Context: an optimization exercise on an open-source flow, tuned for small area, a short achievable clock period and few clock cycles. The choices shown serve that exercise and are no tape-out recipe. Only simulation tests tie the RTL to the original design; equivalence was not proved. Power figures rest on the tool's default switching activity, not on a simulated workload.

Design hid_keyboard_report_to_key_events_core, start of the top module:
module hid_keyboard_report_to_key_events_core (
  input  logic        clk_i,
  input  logic        rst_ni,
  input  logic        in_valid_i,
  output logic        in_stall_o,
  input  logic [55:0] in_data_i,
  output logic        out_valid_o,
  input  logic        out_stall_i,
  output logic [9:0]  out_data_o
);
  logic [5:0][7:0] pk;       
  logic [5:0][6:0] cur_q;    
  logic [5:0][6:0] held_q;   
  logic            cv_q;     
  logic [1:0]      s_q;      
  logic [5:0]      fp_q;     
  logic [5:0]      fc_q;     
  logic [2:0]      mod_q;    
  logic [1:0]      ph_q;     
  logic [11:0]     km_q;     
  logic [11:0]     low_q;    
  logic            t_v;      
  logic [6:0]      t_key;    
  logic            t_val;    
  logic            t_last;   
  logic            stall_q;
  logic            ov_q;
  logic [9:0]      out_q;
  logic            advance;
  logic            accept;
  logic            step;
  ...
For scale: ~1300 cells after synthesis, roughly 150 flip-flops, about 72 I/O pins.
clock: 5.0 ns
lec_check: 0
abc_area: 1
abc_clock_period_in_ps: 2100
cap_margin: 20
core_margin: 2
core_utilization: 40
cts_buf_list: sky130_fd_sc_hd__clkbuf_4 sky130_fd_sc_hd__clkbuf_8
setup_slack_margin: 2.9
slew_margin: 20
standard.sh (not shown) runs the stock make flow with config.mk's settings and CLKGATE_MAP_FILE= SYNTH_SCRIPT=/design/flow/synth_recipe.tcl, a recipe that flattens the netlist after the stock synthesis.
==> flow/flow/run.sh <==
#!/bin/bash
# Standard layout, with the port buffers made of plain buffer cells
# (buffer_ports picks a delay cell by default).
export BUFFER_PORTS_ARGS="-buffer_cell sky130_fd_sc_hd__buf_2"
bash standard.sh > standard.log 2>&1
Testbench counts at the start, summed over its fixed seeds: cycles 13,752.
Then changed:
--- a/flow/config.mk
+++ b/flow/config.mk
@@ -6,5 +6,4 @@
 export NUM_CORES = 4
 export LEC_CHECK = 0
-export ABC_AREA = 1
 export ABC_CLOCK_PERIOD_IN_PS = 2100
 export CAP_MARGIN = 20
What happened: Non-clock buffer count came out higher by 23. Worst setup slack gets worse by 0.28 ns. Die area climbs by 1.3%.
Then changed:
--- a/flow/config.mk
+++ b/flow/config.mk
@@ -6,4 +6,5 @@
 export NUM_CORES = 4
 export LEC_CHECK = 0
+export ABC_AREA = 1
 export ABC_CLOCK_PERIOD_IN_PS = 2100
 export CAP_MARGIN = 20
@@ -11,4 +12,6 @@
 export CORE_UTILIZATION = 40
 export CTS_BUF_LIST = sky130_fd_sc_hd__clkbuf_4 sky130_fd_sc_hd__clkbuf_8
+export CTS_CLUSTER_DIAMETER = 80
+export CTS_CLUSTER_SIZE = 30
 export SETUP_SLACK_MARGIN = 2.9
 export SLEW_MARGIN = 20
The new run finished clean.
Final cell count is higher by about 21%.
Setup slack gains 0.28 ns.
Maximum frequency is higher by about 14%.
Area after synthesis is lower by 1.3%.
Clock-buffer cell count is lower by 5.
Utilization is lower by 0.45 points.
Then changed:
--- a/flow/config.mk
+++ b/flow/config.mk
@@ -10,8 +10,7 @@
 export CAP_MARGIN = 20
 export CORE_MARGIN = 2
-export CORE_UTILIZATION = 40
+export CORE_UTILIZATION = 60
 export CTS_BUF_LIST = sky130_fd_sc_hd__clkbuf_4 sky130_fd_sc_hd__clkbuf_8
-export CTS_CLUSTER_DIAMETER = 80
-export CTS_CLUSTER_SIZE = 30
+export PLACE_DENSITY = 0.75
 export SETUP_SLACK_MARGIN = 2.9
 export SLEW_MARGIN = 20
What happened: The changed run passed the timing, DRC and antenna checks; global-route usage increases by 12 points; design area decreases by about 1.8%; count of clock-buffer cells in the layout increases by 1; hold slack is worse by 0.0050 ns; worst setup slack is worse by 0.068 ns.
Then changed:
==> flow/config.mk (replaced) <==
export PLATFORM = sky130hd
export DESIGN_NAME = hid_keyboard_report_to_key_events_core
export DESIGN_NICKNAME = hid_keyboard_report_to_key_events_core
export VERILOG_FILES = /design/flow/design.v
export SDC_FILE = /design/flow/constraint.sdc
export NUM_CORES = 4
export LEC_CHECK = 0
export ABC_AREA = 1
export ABC_CLOCK_PERIOD_IN_PS = 2300
export CAP_MARGIN = 20
export CORE_MARGIN = 2
export CORE_UTILIZATION = 40
export SETUP_SLACK_MARGIN = 2.7
export SLEW_MARGIN = 20
The changed run completed without violations.
Final area grows by a few percent.
Global-route usage went down by 12 points.
Setup slack gets worse by 0.089 ns.
Worst hold slack improved by 0.0044 ns.
Clock power grows by a quarter to a third.
Utilization falls by 21 points.
Area after synthesis is unchanged.

* * *

hid_keyboard_report_to_key_events_core again, from the RTL that the note above started with.
==> flow/design.v (excerpt) <==
module hid_keyboard_report_to_key_events_core (
  input  logic        clk_i,
  input  logic        rst_ni,
  input  logic        in_valid_i,
  output logic        in_stall_o,
  input  logic [55:0] in_data_i,
  output logic        out_valid_o,
  input  logic        out_stall_i,
  output logic [9:0]  out_data_o
);
clock: 5.0 ns
lec_check: 0
abc_area: 1
abc_clock_period_in_ps: 2100
cap_margin: 20
core_margin: 2
core_utilization: 40
cts_buf_list: sky130_fd_sc_hd__clkbuf_4 sky130_fd_sc_hd__clkbuf_8
gpl_timing_driven: 0
setup_slack_margin: 2.9
slew_margin: 20
Scripts as last shown in full above: flow/flow/run.sh
Testbench counts at the start, summed over its fixed seeds: cycles 13,752.
Then changed:
--- a/flow/config.mk
+++ b/flow/config.mk
@@ -7,10 +7,9 @@
 export LEC_CHECK = 0
 export ABC_AREA = 1
-export ABC_CLOCK_PERIOD_IN_PS = 2100
+export ABC_CLOCK_PERIOD_IN_PS = 2200
 export CAP_MARGIN = 20
 export CORE_MARGIN = 2
 export CORE_UTILIZATION = 40
 export CTS_BUF_LIST = sky130_fd_sc_hd__clkbuf_4 sky130_fd_sc_hd__clkbuf_8
-export GPL_TIMING_DRIVEN = 0
-export SETUP_SLACK_MARGIN = 2.9
+export SETUP_SLACK_MARGIN = 2.8
 export SLEW_MARGIN = 20
Result: Via count is lower by 1.1%. Flip-flop and latch count is unchanged. Wire length is lower by 8.2%. Final cell count is lower by 1.8%. Clock-buffer cell count stays the same.
Then changed:
--- a/flow/config.mk
+++ b/flow/config.mk
@@ -7,9 +7,9 @@
 export LEC_CHECK = 0
 export ABC_AREA = 1
-export ABC_CLOCK_PERIOD_IN_PS = 2200
+export ABC_CLOCK_PERIOD_IN_PS = 2000
 export CAP_MARGIN = 20
 export CORE_MARGIN = 2
 export CORE_UTILIZATION = 40
 export CTS_BUF_LIST = sky130_fd_sc_hd__clkbuf_4 sky130_fd_sc_hd__clkbuf_8
-export SETUP_SLACK_MARGIN = 2.8
+export SETUP_SLACK_MARGIN = 3.0
 export SLEW_MARGIN = 20
The new run finished clean.
Via count increases by about 1.5%.
Setup slack gets better by 0.13 ns.
First-iteration DRC count increases by about 17%.
Sequential power barely changes.
Power increases by 3.2%.
Fmax increases by 6.7%.
Then changed:
--- a/flow/config.mk
+++ b/flow/config.mk
@@ -7,9 +7,9 @@
 export LEC_CHECK = 0
 export ABC_AREA = 1
-export ABC_CLOCK_PERIOD_IN_PS = 2000
+export ABC_CLOCK_PERIOD_IN_PS = 2300
 export CAP_MARGIN = 20
 export CORE_MARGIN = 2
 export CORE_UTILIZATION = 40
 export CTS_BUF_LIST = sky130_fd_sc_hd__clkbuf_4 sky130_fd_sc_hd__clkbuf_8
-export SETUP_SLACK_MARGIN = 3.0
+export SETUP_SLACK_MARGIN = 2.7
 export SLEW_MARGIN = 20
Sequential share of layout area increases by 1.4 points.
Global-route usage went down by 0.34 points.
Die area stays the same.
Clock power goes up by 4.7%.
Final cell count decreases by 1.4%.
Synthesized area is unchanged.
Via count drops by 2.0%.
Total power falls by 3.8%.
Non-clock buffer count falls by 23.

[static timing again, ports no longer ideal]
The results above use ideal ports. As a check the final layouts listed here were re-extracted and re-timed, cells and wires unchanged. Step 1 sets driving cells, clkbuf_16 on the clock port and buf_2 on the other inputs (assumed; they add their load-dependent delay and slew). Step 2, shift: input delay + t, output delay - t, t = (earliest + latest rising clock arrival at the registers) / 2. This alone moves slack from input paths to output paths. a / b / c = no drivers / after step 1 / after step 2; a / b = the first two.
run	t, ns	setup slack, ns	worst setup path at the end	latest minus earliest clock arrival (ns)	worst register clock-pin slew, ns
the first run of note 1	0.508	2.958 / 2.934 / 2.504	input to register	0.021 / 0.020	0.10 / 0.10
the second run of note 1	0.491	2.677 / 2.677 / 2.452	input to register	0.018 / 0.018	0.09 / 0.09
the third run of note 1	0.508	2.958 / 2.934 / 2.504	input to register	0.021 / 0.020	0.10 / 0.10
the fourth run of note 1	0.510	2.890 / 2.890 / 2.443	input to register	0.022 / 0.021	0.10 / 0.10
the fifth run of note 1	0.479	2.801 / 2.801 / 2.425	input to register	0.015 / 0.014	0.07 / 0.07
the first run of note 2	0.510	2.857 / 2.857 / 2.463	input to register	0.020 / 0.020	0.11 / 0.11
the second run of note 2	0.493	2.852 / 2.857 / 2.382	input to register	0.026 / 0.026	0.10 / 0.10
the third run of note 2	0.501	2.986 / 2.942 / 2.575	input to register	0.021 / 0.020	0.10 / 0.10
the fourth run of note 2	0.502	2.830 / 2.841 / 2.350	input to register	0.019 / 0.019	0.10 / 0.10
After both steps every run listed still meets setup and hold. The setup slack of the fourth run of note 2, which loses most, moves by +0.011 ns with the drivers and by -0.480 ns with both steps.
